What follows belongs to an exercise in optimizing a design on an open flow for small area, a short achievable clock period and few clock cycles per item; a production flow would make more cautious choices. The RTL was checked by simulation tests, not by an equivalence proof against the original design. Power and IR drop assume default switching activity.

==> tundra: inputs <==
==> flow/design.v <==
package fra_pkg;
  localparam int OPERAND_BITS_DEF = 16;   
  localparam int FIELD_W          = 16;   
  localparam int RES_NUM_W        = 33;
  localparam int RES_DEN_W        = 32;
  typedef enum logic [1:0] {
    OP_ADD = 2'd0,
    OP_SUB = 2'd1,
    OP_MUL = 2'd2,
    OP_DIV = 2'd3
  } fra_op_e;
  typedef enum logic {
    STATUS_OK   = 1'b0,
    STATUS_ZERO = 1'b1
  } fra_status_e;
  typedef struct packed {
    fra_op_e            opcode;
    logic signed [15:0] num_a;
    logic signed [15:0] den_a;
    logic signed [15:0] num_b;
    logic signed [15:0] den_b;
  } fra_in_t;
  typedef struct packed {
    logic signed [RES_NUM_W-1:0] res_num;
    logic signed [RES_DEN_W-1:0] res_den;
    fra_status_e                 status;
  } fra_out_t;
endpackage
module fra_add #(
  parameter int W  = 33,
  parameter int KB = 15
) (
  input  logic [W-1:0] a_i,
  input  logic [W-1:0] b_i,
  input  logic         cin_i,
  input  logic         kill_i,
  input  logic         gen_i,
  output logic [W-1:0] s_o,
  output logic         cout_o
);
  localparam int L = $clog2(W);
  logic [W-1:0] p, g;
  logic [W-1:0] gg [L+1];
  logic [W-1:0] pp [L+1];
  always_comb begin
    p = a_i ^ b_i;
    g = a_i & b_i;
    pp[0] = p;
    gg[0] = g;
    gg[0][0] = g[0] | (p[0] & cin_i);
    pp[0][KB] = p[KB] & !kill_i;
    gg[0][KB] = (g[KB] | gen_i) & !kill_i;
    for (int l = 0; l < L; l++) begin
      for (int i = 0; i < W; i++) begin
        if (((i >> l) & 1) == 1) begin
          gg[l+1][i] = gg[l][i] | (pp[l][i] & gg[l][((i >> l) << l) - 1]);
          pp[l+1][i] = pp[l][i] & pp[l][((i >> l) << l) - 1];
        end else begin
          gg[l+1][i] = gg[l][i];
          pp[l+1][i] = pp[l][i];
        end
      end
    end
    s_o[0] = p[0] ^ cin_i;
    for (int i = 1; i < W; i++) s_o[i] = p[i] ^ gg[L][i-1];
    cout_o = gg[L][W-1];
  end
endmodule
module fraction_arith_reduce (
  input  logic              clk_i,
  input  logic              rst_ni,
  input  logic              in_valid_i,
  output logic              in_stall_o,
  input  fra_pkg::fra_in_t  in_data_i,
  output logic              out_valid_o,
  input  logic              out_stall_i,
  output fra_pkg::fra_out_t out_data_o
);
  typedef enum logic [2:0] {
    S_IDLE = 3'd0,
    S_MUL  = 3'd1,
    S_COMB = 3'd2,
    S_GCD  = 3'd3,
    S_OUT  = 3'd4
  } state_e;
  state_e state_q;
  logic [32:0] x_q, y_q, k00_q, k01_q;
  logic [31:0] k10_q, k11_q;
  logic        sp_q, sr_q, st_q;
  logic        sa_q, sb_q, tau_q;       
  logic        c00_q, c10_q, cx_q;      
  logic [4:0]  cnt_q;
  logic in_xfer, out_xfer;
  assign out_valid_o = (state_q == S_OUT);
  assign out_xfer    = out_valid_o && !out_stall_i;
  assign in_stall_o  = !((state_q == S_IDLE) || out_xfer);
  assign in_xfer     = in_valid_i && !in_stall_o;
  logic st_mul, st_comb, st_gcd;
  assign st_mul  = (state_q == S_MUL);
  assign st_comb = (state_q == S_COMB);
  assign st_gcd  = (state_q == S_GCD);
  logic [32:0] dxy, dyx, s0, s1;
  logic        s1_c;
  fra_add #(.W(33)) u_dxy (
    .a_i(x_q), .b_i(~y_q), .cin_i(1'b1),
    .kill_i(st_mul && tau_q), .gen_i(1'b0), .s_o(dxy), .cout_o()
  );
  fra_add #(.W(33)) u_dyx (
    .a_i(y_q), .b_i(~x_q), .cin_i(1'b1),
    .kill_i(1'b0), .gen_i(1'b0), .s_o(dyx), .cout_o()
  );
  fra_add #(.W(33)) u_s0 (
    .a_i(k00_q), .b_i(k01_q), .cin_i(1'b0),
    .kill_i(1'b0), .gen_i(st_mul && sa_q), .s_o(s0), .cout_o()
  );
  fra_add #(.W(32)) u_s1 (
    .a_i(k10_q), .b_i(k11_q), .cin_i(1'b0),
    .kill_i(1'b0), .gen_i(st_mul && sb_q), .s_o(s1[31:0]), .cout_o(s1_c)
  );
  assign s1[32] = s1_c;
  logic [15:0] ia, ib, ic, id;
  logic [1:0]  iop;
  logic        sa, sb, sc, sd, tau;
  logic [15:0] mag_a, mag_b, mag_d;
  logic [16:0] tc;
  assign ia  = in_data_i.num_a;
  assign ib  = in_data_i.den_a;
  assign ic  = in_data_i.num_b;
  assign id  = in_data_i.den_b;
  assign iop = in_data_i.opcode;
  assign sa  = ia[15];
  assign sb  = ib[15];
  assign sc  = ic[15];
  assign sd  = id[15];
  assign tau   = iop[1] ? sc : (sa ^ sb ^ sd ^ iop[0]);
  assign mag_a = ia ^ {16{sa}};
  assign mag_b = ib ^ {16{sb}};
  assign mag_d = id ^ {16{sd}};
  assign tc    = {ic[15], ic} ^ {17{tau}};
  logic [32:0] acc_k00, acc_k01, acc_x, acc_y;
  logic [31:0] acc_k10, acc_k11;
  assign acc_k00 = {17'd0, (iop == 2'd2) ? tc[15:0] : mag_d};
  assign acc_k01 = {1'b0, mag_a, 16'd0};
  assign acc_k10 = {16'd0, (iop == 2'd3) ? tc[15:0] : mag_d};
  assign acc_k11 = {mag_b, 16'd0};
  assign acc_x   = {17'd0, iop[1] ? 16'd0 : mag_b};
  assign acc_y   = {tc, 16'd0};
  logic [15:0] mor;
  logic [4:0]  mlen, mrem;
  logic        mul_last;
  assign mor = k00_q[15:0] | k10_q[15:0] | x_q[15:0];
  always_comb begin
    mlen = 5'd0;
    for (int i = 0; i < 16; i++) if (mor[i]) mlen = 5'(i + 1);
  end
  assign mrem     = (cnt_q == 5'd0) ? mlen + 5'(c00_q | c10_q | cx_q) : cnt_q;
  assign mul_last = (mrem <= 5'd1);
  logic yneg, nz, dz, sgn;
  assign yneg = dyx[32];
  assign nz   = (x_q == y_q);
  assign dz   = (k10_q == 32'd0);
  assign sgn  = sp_q ^ yneg ^ (sr_q & !dz);
  logic x0, y0, xgt, t2xy, t2x, t2y, t2d;
  assign x0   = x_q[0];
  assign y0   = y_q[0];
  assign xgt  = dyx[32];
  assign t2xy = !x_q[1] && !y_q[1];
  assign t2x  = !x_q[1];
  assign t2y  = !y_q[1];
  assign t2d  = !(x_q[1] ^ y_q[1]);   
  logic       x_sum, y_sum, k0_sum, k1_sum;    
  logic [1:0] x_sh, y_sh, k0_sh, k1_sh;
  always_comb begin
    x_sum = 1'b0; y_sum = 1'b0; k0_sum = 1'b0; k1_sum = 1'b0;
    x_sh = 2'd0; y_sh = 2'd0; k0_sh = 2'd0; k1_sh = 2'd0;
    if (st_mul) begin
      x_sh  = 2'd1;
      k0_sh = 2'd1;
    end else if (st_gcd) begin
      if (!x0 && !y0) begin
        x_sh = t2xy ? 2'd2 : 2'd1;
        y_sh = t2xy ? 2'd2 : 2'd1;
      end else if (!x0) begin
        x_sh  = t2x ? 2'd2 : 2'd1;
        k0_sh = t2x ? 2'd3 : 2'd2;
      end else if (!y0) begin
        y_sh  = t2y ? 2'd2 : 2'd1;
        k1_sh = t2y ? 2'd3 : 2'd2;
      end else if (xgt) begin
        x_sum  = 1'b1;
        x_sh   = t2d ? 2'd2 : 2'd1;
        k1_sum = 1'b1;
        k0_sh  = t2d ? 2'd3 : 2'd2;
      end else begin
        y_sum  = 1'b1;
        y_sh   = t2d ? 2'd2 : 2'd1;
        k0_sum = 1'b1;
        k1_sh  = t2d ? 2'd3 : 2'd2;
      end
    end
  end
  logic [32:0] x_src, y_src, x_nx, y_nx, k00_src, k01_src, k00_nx, k01_nx;
  logic [31:0] k10_src, k11_src, k10_nx, k11_nx;
  logic        k00_mb, k10_mb;
  logic x_mb;
  assign k00_mb  = st_mul ? (k00_q[0] ^ c00_q) : k0_sum;
  assign k10_mb  = st_mul ? (k10_q[0] ^ c10_q) : k0_sum;
  assign x_mb    = st_mul ? (x_q[0] ^ cx_q) : x_sum;
  assign x_src   = x_mb   ? dxy : x_q;
  assign y_src   = y_sum  ? dyx : y_q;
  assign k00_src = k00_mb ? s0  : k00_q;
  assign k10_src = k10_mb ? s1[31:0] : k10_q;
  assign k01_src = k1_sum ? s0  : k01_q;
  assign k11_src = k1_sum ? s1[31:0] : k11_q;
  always_comb begin
    unique case (x_sh)
      2'd1:    x_nx = {x_src[32], x_src[32:1]};
      2'd2:    x_nx = {{2{x_src[32]}}, x_src[32:2]};
      default: x_nx = x_src;
    endcase
    unique case (y_sh)
      2'd1:    y_nx = {y_src[32], y_src[32:1]};
      2'd2:    y_nx = {{2{y_src[32]}}, y_src[32:2]};
      default: y_nx = y_src;
    endcase
    unique case (k0_sh)
      2'd1: begin
        k00_nx = {1'b0, k00_src[32:1]};
        k10_nx = {(k10_mb & s1[32]), k10_src[31:1]};
      end
      2'd2: begin
        k00_nx = {k00_src[31:0], 1'b0};
        k10_nx = {k10_src[30:0], 1'b0};
      end
      2'd3: begin
        k00_nx = {k00_src[30:0], 2'b0};
        k10_nx = {k10_src[29:0], 2'b0};
      end
      default: begin
        k00_nx = k00_src;
        k10_nx = k10_src;
      end
    endcase
    unique case (k1_sh)
      2'd2: begin
        k01_nx = {k01_src[31:0], 1'b0};
        k11_nx = {k11_src[30:0], 1'b0};
      end
      2'd3: begin
        k01_nx = {k01_src[30:0], 2'b0};
        k11_nx = {k11_src[29:0], 2'b0};
      end
      default: begin
        k01_nx = k01_src;
        k11_nx = k11_src;
      end
    endcase
  end
  always_ff @(posedge clk_i) begin
    if (in_xfer) begin
      k00_q <= acc_k00;
      k01_q <= acc_k01;
      k10_q <= acc_k10;
      k11_q <= acc_k11;
      x_q   <= acc_x;
      y_q   <= acc_y;
      cnt_q <= 5'd0;
      sa_q  <= sa;
      sb_q  <= sb;
      tau_q <= tau;
      c00_q <= (iop == 2'd2) ? sc : sd;
      c10_q <= (iop == 2'd3) ? sc : sd;
      cx_q  <= !iop[1] && sb;
      sp_q  <= (iop == 2'd2) ? (sa ^ sc) : (sa ^ sd);
      sr_q  <= (iop == 2'd3) ? (sb ^ sc) : (sb ^ sd);
    end else if (st_comb) begin
      x_q   <= yneg ? dxy : dyx;
      y_q   <= nz ? 33'd0 : {1'b0, k10_q};
      k00_q <= nz ? 33'd0 : (sgn ? {33{1'b1}} : 33'd1);
      k01_q <= 33'd0;
      k10_q <= {31'd0, nz & !dz};
      k11_q <= 32'd1;
      st_q  <= nz & dz;
    end else begin
      x_q   <= x_nx;
      y_q   <= (st_mul && mul_last) ? k00_nx : y_nx;
      k00_q <= k00_nx;
      k01_q <= k01_nx;
      k10_q <= k10_nx;
      k11_q <= k11_nx;
      if (st_mul) begin
        cnt_q <= mul_last ? 5'd0 : mrem - 5'd1;
        c00_q <= c00_q & k00_q[0];
        c10_q <= c10_q & k10_q[0];
        cx_q  <= cx_q & x_q[0];
      end
    end
  end
  always_ff @(posedge clk_i or negedge rst_ni) begin
    if (!rst_ni) begin
      state_q <= S_IDLE;
    end else begin
      unique case (state_q)
        S_IDLE: if (in_xfer) state_q <= S_MUL;
        S_MUL:  if (mul_last) state_q <= S_COMB;
        S_COMB: state_q <= (nz || dz) ? S_OUT : S_GCD;
        S_GCD:  if (x0 && y0 && !xgt && nz) state_q <= S_OUT;
        S_OUT:  if (out_xfer) state_q <= in_xfer ? S_MUL : S_IDLE;
        default: state_q <= S_IDLE;
      endcase
    end
  end
  assign out_data_o.res_num = k00_q;
  assign out_data_o.res_den = k10_q;
  assign out_data_o.status  = fra_pkg::fra_status_e'(st_q);
endmodule
module fra_top (
  input  logic        clk_i,
  input  logic        rst_ni,
  input  logic        in_valid_i,
  output logic        in_stall_o,
  input  logic [1:0]  in_op_i,
  input  logic [15:0] in_num_a_i,
  input  logic [15:0] in_den_a_i,
  input  logic [15:0] in_num_b_i,
  input  logic [15:0] in_den_b_i,
  output logic        out_valid_o,
  input  logic        out_stall_i,
  output logic [32:0] out_num_o,
  output logic [31:0] out_den_o,
  output logic        out_status_o
);
  fra_pkg::fra_in_t  in_data;
  fra_pkg::fra_out_t out_data;
  assign in_data.opcode = fra_pkg::fra_op_e'(in_op_i);
  assign in_data.num_a  = in_num_a_i;
  assign in_data.den_a  = in_den_a_i;
  assign in_data.num_b  = in_num_b_i;
  assign in_data.den_b  = in_den_b_i;
  fraction_arith_reduce u_core (
    .clk_i       (clk_i),
    .rst_ni      (rst_ni),
    .in_valid_i  (in_valid_i),
    .in_stall_o  (in_stall_o),
    .in_data_i   (in_data),
    .out_valid_o (out_valid_o),
    .out_stall_i (out_stall_i),
    .out_data_o  (out_data)
  );
  assign out_num_o    = out_data.res_num;
  assign out_den_o    = out_data.res_den;
  assign out_status_o = out_data.status;
endmodule
==> flow/run.sh <==
#!/bin/bash
# synth_recipe.tcl (not shown) runs the flow's synth.tcl, then flattens the netlist and writes it again
# the make line also repeats each setting of config.mk as NAME=value (left out here)
make -C /OpenROAD-flow-scripts/flow DESIGN_CONFIG=/design/flow/config.mk WORK_HOME=/design/flow/orfs CLKGATE_MAP_FILE= SYNTH_SCRIPT=/design/flow/synth_recipe.tcl finish
==> flow/config.mk <==
export PLATFORM = sky130hd
export DESIGN_NAME = fra_top
export DESIGN_NICKNAME = fra_top
export VERILOG_FILES = /design/flow/design.v
export SDC_FILE = /design/flow/constraint.sdc
export NUM_CORES = 4
export LEC_CHECK = 0
export CAP_MARGIN = 20
export CORE_MARGIN = 2
export CORE_UTILIZATION = 40
export SETUP_SLACK_MARGIN = 5
export SLEW_MARGIN = 20
==> flow/constraint.sdc <==
create_clock -name core_clock -period 10.0 [get_ports {clk_i}]
set_input_delay 2.0000 -clock core_clock [delete_from_list [all_inputs] [get_ports {clk_i}]]
set_output_delay 2.0000 -clock core_clock [all_outputs]
set_load 0.01 [all_outputs]
==> yarrow (differences from tundra) <==
--- a/flow/design.v
+++ b/flow/design.v
@@ -68,2 +68,44 @@
 endmodule
+module fra_sub2 #(
+  parameter int W  = 33,
+  parameter int KB = 15
+) (
+  input  logic [W-1:0] a_i,
+  input  logic [W-1:0] b_i,
+  input  logic         kill_i,
+  output logic [W-1:0] dxy_o,
+  output logic [W-1:0] dyx_o,
+  output logic         eq_o
+);
+  localparam int L = $clog2(W);
+  logic [W-1:0] p, g, pk;
+  logic [W-1:0] gg [L+1];
+  logic [W-1:0] pp [L+1];
+  always_comb begin
+    p = a_i ^ ~b_i;
+    g = a_i & ~b_i;
+    pp[0] = p;
+    gg[0] = g;
+    pp[0][KB] = p[KB] & !kill_i;
+    gg[0][KB] = g[KB] & !kill_i;
+    for (int l = 0; l < L; l++) begin
+      for (int i = 0; i < W; i++) begin
+        if (((i >> l) & 1) == 1) begin
+          gg[l+1][i] = gg[l][i] | (pp[l][i] & gg[l][((i >> l) << l) - 1]);
+          pp[l+1][i] = pp[l][i] & pp[l][((i >> l) << l) - 1];
+        end else begin
+          gg[l+1][i] = gg[l][i];
+          pp[l+1][i] = pp[l][i];
+        end
+      end
+    end
+    dxy_o[0] = !p[0];
+    dyx_o[0] = !p[0];
+    for (int i = 1; i < W; i++) begin
+      dxy_o[i] = p[i] ^ (gg[L][i-1] | pp[L][i-1]);
+      dyx_o[i] = !(p[i] ^ gg[L][i-1]);
+    end
+    eq_o = pp[L][W-1];
+  end
+endmodule
 module fraction_arith_reduce (
@@ -103,9 +145,6 @@
   logic        s1_c;
-  fra_add #(.W(33)) u_dxy (
-    .a_i(x_q), .b_i(~y_q), .cin_i(1'b1),
-    .kill_i(st_mul && tau_q), .gen_i(1'b0), .s_o(dxy), .cout_o()
-  );
-  fra_add #(.W(33)) u_dyx (
-    .a_i(y_q), .b_i(~x_q), .cin_i(1'b1),
-    .kill_i(1'b0), .gen_i(1'b0), .s_o(dyx), .cout_o()
+  logic xy_eq;
+  fra_sub2 #(.W(33)) u_sub (
+    .a_i(x_q), .b_i(y_q), .kill_i(st_mul && tau_q),
+    .dxy_o(dxy), .dyx_o(dyx), .eq_o(xy_eq)
   );
@@ -155,9 +194,14 @@
   end
-  assign mrem     = (cnt_q == 5'd0) ? mlen + 5'(c00_q | c10_q | cx_q) : cnt_q;
-  assign mul_last = (mrem <= 5'd1);
+  logic mcarry;
+  assign mrem     = (cnt_q == 5'd0) ? mlen : cnt_q;
+  assign mcarry   = (c00_q & k00_q[0]) | (c10_q & k10_q[0]) | (cx_q & x_q[0]);
+  assign mul_last = (mrem <= 5'd1) && !mcarry;
   logic yneg, nz, dz, sgn;
   assign yneg = dyx[32];
-  assign nz   = (x_q == y_q);
+  assign nz   = xy_eq;
   assign dz   = (k10_q == 32'd0);
   assign sgn  = sp_q ^ yneg ^ (sr_q & !dz);
+  logic cb_even, cb_t2;
+  assign cb_even = !dyx[0] && !k10_q[0];
+  assign cb_t2   = !dyx[1] && !k10_q[1];
   logic x0, y0, xgt, t2xy, t2x, t2y, t2d;
@@ -178,2 +222,7 @@
       k0_sh = 2'd1;
+    end else if (st_comb) begin
+      if (cb_even) begin
+        x_sh = cb_t2 ? 2'd2 : 2'd1;
+        y_sh = cb_t2 ? 2'd2 : 2'd1;
+      end
     end else if (st_gcd) begin
@@ -208,4 +257,4 @@
   assign x_mb    = st_mul ? (x_q[0] ^ cx_q) : x_sum;
-  assign x_src   = x_mb   ? dxy : x_q;
-  assign y_src   = y_sum  ? dyx : y_q;
+  assign x_src   = st_comb ? (yneg ? dxy : dyx) : x_mb ? dxy : x_q;
+  assign y_src   = st_comb ? (nz ? 33'd0 : {1'b0, k10_q}) : y_sum ? dyx : y_q;
   assign k00_src = k00_mb ? s0  : k00_q;
@@ -276,4 +325,4 @@
     end else if (st_comb) begin
-      x_q   <= yneg ? dxy : dyx;
-      y_q   <= nz ? 33'd0 : {1'b0, k10_q};
+      x_q   <= x_nx;
+      y_q   <= y_nx;
       k00_q <= nz ? 33'd0 : (sgn ? {33{1'b1}} : 33'd1);
@@ -291,3 +340,3 @@
       if (st_mul) begin
-        cnt_q <= mul_last ? 5'd0 : mrem - 5'd1;
+        cnt_q <= mul_last ? 5'd0 : (mrem <= 5'd1) ? 5'd1 : mrem - 5'd1;
         c00_q <= c00_q & k00_q[0];
==> flow/flow/run.sh (new file) <==
#!/bin/bash
# The standard layout (standard.sh: same synthesis, floorplan, power grid,
# clock and constraints), with these layout choices passed to ORFS's make:
#  - timing repair aims at a setup margin of 5.75 ns,
#  - the repairs may swap a cell for one of another footprint,
#  - ports are buffered with sky130_fd_sc_hd__buf_1 (every port still gets
#    its buffer; the resizer may upsize it),
#  - global placement packs cells to a density of 0.75,
#  - the clock tree is built from sky130_fd_sc_hd__clkbuf_8.
# ORFS's full output goes to standard.log.
set -euo pipefail
bash standard.sh SETUP_SLACK_MARGIN=5.75 MATCH_CELL_FOOTPRINT=0 PLACE_DENSITY=0.75 "CTS_BUF_LIST=sky130_fd_sc_hd__clkbuf_8" \
  "BUFFER_PORTS_ARGS=-buffer_cell sky130_fd_sc_hd__buf_1" finish > standard.log 2>&1
==> flow/standard.sh (new file) <==
#!/bin/bash
# synth_recipe.tcl (not shown) runs the flow's synth.tcl, then flattens the netlist and writes it again
# the make line also repeats each setting of config.mk as NAME=value (left out here)
make -C /OpenROAD-flow-scripts/flow DESIGN_CONFIG=/design/flow/config.mk WORK_HOME=/design/flow/orfs CLKGATE_MAP_FILE= SYNTH_SCRIPT=/design/flow/synth_recipe.tcl "${@:-finish}"
--- a/flow/config.mk
+++ b/flow/config.mk
@@ -10,3 +10,2 @@
 export CORE_UTILIZATION = 40
-export SETUP_SLACK_MARGIN = 5
 export SLEW_MARGIN = 20
removed: flow/run.sh
==> amber (differences from tundra) <==
--- a/flow/design.v
+++ b/flow/design.v
@@ -68,2 +68,44 @@
 endmodule
+module fra_sub2 #(
+  parameter int W  = 33,
+  parameter int KB = 15
+) (
+  input  logic [W-1:0] a_i,
+  input  logic [W-1:0] b_i,
+  input  logic         kill_i,
+  output logic [W-1:0] dxy_o,
+  output logic [W-1:0] dyx_o,
+  output logic         eq_o
+);
+  localparam int L = $clog2(W);
+  logic [W-1:0] p, g, pk;
+  logic [W-1:0] gg [L+1];
+  logic [W-1:0] pp [L+1];
+  always_comb begin
+    p = a_i ^ ~b_i;
+    g = a_i & ~b_i;
+    pp[0] = p;
+    gg[0] = g;
+    pp[0][KB] = p[KB] & !kill_i;
+    gg[0][KB] = g[KB] & !kill_i;
+    for (int l = 0; l < L; l++) begin
+      for (int i = 0; i < W; i++) begin
+        if (((i >> l) & 1) == 1) begin
+          gg[l+1][i] = gg[l][i] | (pp[l][i] & gg[l][((i >> l) << l) - 1]);
+          pp[l+1][i] = pp[l][i] & pp[l][((i >> l) << l) - 1];
+        end else begin
+          gg[l+1][i] = gg[l][i];
+          pp[l+1][i] = pp[l][i];
+        end
+      end
+    end
+    dxy_o[0] = !p[0];
+    dyx_o[0] = !p[0];
+    for (int i = 1; i < W; i++) begin
+      dxy_o[i] = p[i] ^ (gg[L][i-1] | pp[L][i-1]);
+      dyx_o[i] = !(p[i] ^ gg[L][i-1]);
+    end
+    eq_o = pp[L][W-1];
+  end
+endmodule
 module fraction_arith_reduce (
@@ -103,9 +145,6 @@
   logic        s1_c;
-  fra_add #(.W(33)) u_dxy (
-    .a_i(x_q), .b_i(~y_q), .cin_i(1'b1),
-    .kill_i(st_mul && tau_q), .gen_i(1'b0), .s_o(dxy), .cout_o()
-  );
-  fra_add #(.W(33)) u_dyx (
-    .a_i(y_q), .b_i(~x_q), .cin_i(1'b1),
-    .kill_i(1'b0), .gen_i(1'b0), .s_o(dyx), .cout_o()
+  logic xy_eq;
+  fra_sub2 #(.W(33)) u_sub (
+    .a_i(x_q), .b_i(y_q), .kill_i(st_mul && tau_q),
+    .dxy_o(dxy), .dyx_o(dyx), .eq_o(xy_eq)
   );
@@ -155,9 +194,14 @@
   end
-  assign mrem     = (cnt_q == 5'd0) ? mlen + 5'(c00_q | c10_q | cx_q) : cnt_q;
-  assign mul_last = (mrem <= 5'd1);
+  logic mcarry;
+  assign mrem     = (cnt_q == 5'd0) ? mlen : cnt_q;
+  assign mcarry   = (c00_q & k00_q[0]) | (c10_q & k10_q[0]) | (cx_q & x_q[0]);
+  assign mul_last = (mrem <= 5'd1) && !mcarry;
   logic yneg, nz, dz, sgn;
   assign yneg = dyx[32];
-  assign nz   = (x_q == y_q);
+  assign nz   = xy_eq;
   assign dz   = (k10_q == 32'd0);
   assign sgn  = sp_q ^ yneg ^ (sr_q & !dz);
+  logic cb_even, cb_t2;
+  assign cb_even = !dyx[0] && !k10_q[0];
+  assign cb_t2   = !dyx[1] && !k10_q[1];
   logic x0, y0, xgt, t2xy, t2x, t2y, t2d;
@@ -178,2 +222,7 @@
       k0_sh = 2'd1;
+    end else if (st_comb) begin
+      if (cb_even) begin
+        x_sh = cb_t2 ? 2'd2 : 2'd1;
+        y_sh = cb_t2 ? 2'd2 : 2'd1;
+      end
     end else if (st_gcd) begin
@@ -208,4 +257,4 @@
   assign x_mb    = st_mul ? (x_q[0] ^ cx_q) : x_sum;
-  assign x_src   = x_mb   ? dxy : x_q;
-  assign y_src   = y_sum  ? dyx : y_q;
+  assign x_src   = st_comb ? (yneg ? dxy : dyx) : x_mb ? dxy : x_q;
+  assign y_src   = st_comb ? (nz ? 33'd0 : {1'b0, k10_q}) : y_sum ? dyx : y_q;
   assign k00_src = k00_mb ? s0  : k00_q;
@@ -276,4 +325,4 @@
     end else if (st_comb) begin
-      x_q   <= yneg ? dxy : dyx;
-      y_q   <= nz ? 33'd0 : {1'b0, k10_q};
+      x_q   <= x_nx;
+      y_q   <= y_nx;
       k00_q <= nz ? 33'd0 : (sgn ? {33{1'b1}} : 33'd1);
@@ -291,3 +340,3 @@
       if (st_mul) begin
-        cnt_q <= mul_last ? 5'd0 : mrem - 5'd1;
+        cnt_q <= mul_last ? 5'd0 : (mrem <= 5'd1) ? 5'd1 : mrem - 5'd1;
         c00_q <= c00_q & k00_q[0];
==> flow/flow/run.sh (new file) <==
#!/bin/bash
# The standard layout (standard.sh: same synthesis, floorplan, power grid,
# clock and constraints), with these layout choices passed to ORFS's make:
#  - timing repair aims at a setup margin of 5.5 ns,
#  - the repairs may swap a cell for one of another footprint,
#  - ports are buffered with sky130_fd_sc_hd__buf_1 (every port still gets
#    its buffer; the resizer may upsize it),
#  - global placement packs cells to a density of 0.75,
#  - the clock tree is built from sky130_fd_sc_hd__clkbuf_4 / _8, 20 sinks a cluster.
# ORFS's full output goes to standard.log.
set -euo pipefail
bash standard.sh SETUP_SLACK_MARGIN=5.5 MATCH_CELL_FOOTPRINT=0 PLACE_DENSITY=0.75 "CTS_BUF_LIST=sky130_fd_sc_hd__clkbuf_4 sky130_fd_sc_hd__clkbuf_8" CTS_CLUSTER_SIZE=20 \
  "BUFFER_PORTS_ARGS=-buffer_cell sky130_fd_sc_hd__buf_1" finish > standard.log 2>&1
==> flow/standard.sh (new file) <==
#!/bin/bash
# synth_recipe.tcl (not shown) runs the flow's synth.tcl, then flattens the netlist and writes it again
# the make line also repeats each setting of config.mk as NAME=value (left out here)
make -C /OpenROAD-flow-scripts/flow DESIGN_CONFIG=/design/flow/config.mk WORK_HOME=/design/flow/orfs CLKGATE_MAP_FILE= SYNTH_SCRIPT=/design/flow/synth_recipe.tcl "${@:-finish}"
--- a/flow/config.mk
+++ b/flow/config.mk
@@ -10,3 +10,2 @@
 export CORE_UTILIZATION = 40
-export SETUP_SLACK_MARGIN = 5
 export SLEW_MARGIN = 20
removed: flow/run.sh
==> comparison table <==
| item | tundra | yarrow | amber |
|---|---|---|---|
| Clock edge transition at the registers on the reported setup and hold paths | 0.07 ns | 0.06 ns | 0.06 ns |
| Synthesized area | 20,700 um^2 | 19,800 um^2 | 19,800 um^2 |
| Result of the run | complete, no violations | complete, no violations | complete, no violations |
| Number of antenna violations at the first check in global routing | 3 | 0 | 1 |
| Multi-input logic portion of the cell area | 64.7% | 65.0% | 65.3% |
| Count of multi-input gates | 2,144 | 2,150 | 2,153 |
| Layout buffer count excluding clock buffers | 190 | 243 | 216 |
| Stages on worst setup path | 15 | 4 | 16 |
| Flop pwr share | 44.0% | 44.6% | 43.2% |
| Met2 routing resource usage after global routing | 49.4% | 45.6% | 46.1% |
| Standard cell core area | 51,300 um^2 | 49,000 um^2 | 49,000 um^2 |
| Clock network fraction of design power | 49.2% | 49.6% | 51.3% |
| Global-route wire length before repair | 133 mm | 123 mm | 125 mm |
| Power consumed by the clock network | 0.957 mW | 0.952 mW | 1.02 mW |
| M1 GR Usage | 43.6% | 39.8% | 42.3% |
| Half-perimeter wire length of the detailed placement result | 67.0 mm | 58.4 mm | 60.1 mm |
| Endpoint kind of the worst setup timing path | flop | output pin | flop |
| LEAKAGE | 9.59 nW | 9.11 nW | 8.93 nW |
| Synth cell types | 101 | 97 | 97 |
Testbench counts of tundra, summed over its fixed seeds: cycles 85,620, items 3,200.
Testbench counts of yarrow, summed over its fixed seeds: cycles 81,800, items 3,200.
Testbench counts of amber, summed over its fixed seeds: cycles 81,800, items 3,200.

-- what the ideal ports hide --
No port has a modelled driver above. Below, the same layouts with a new extraction and two added sets of constraints. Step 1 (the two cells are an assumption about what drives the block):
set clk [get_ports {clk_i}]
set_driving_cell -lib_cell sky130_fd_sc_hd__clkbuf_16 $clk
set_driving_cell -lib_cell sky130_fd_sc_hd__buf_2 [delete_from_list [all_inputs] $clk]
Step 2 also shifts input and output timing later by t, the mid clock arrival at the registers, as if the neighbouring blocks saw the same clock. a / b / c = ideal / step 1 / step 2; a / b = the first two.
run | t, ns | slack for setup (ns) | worst setup path after step 2 | clock arrival spread, ns | slew at the worst register clock pin (ns)
tundra | 0.645 | 5.029 / 5.029 / 4.501 | input to register | 0.038 / 0.038 | 0.07 / 0.07
yarrow | 0.678 | 5.642 / 5.600 / 5.219 | input to register | 0.034 / 0.034 | 0.07 / 0.07
amber | 0.686 | 5.524 / 5.509 / 5.100 | input to register | 0.035 / 0.034 | 0.07 / 0.07
After both steps setup and hold are still met in every run listed. The setup slack of tundra, which loses most, moves by 0.000 ns with the drivers and by -0.528 ns with both steps.
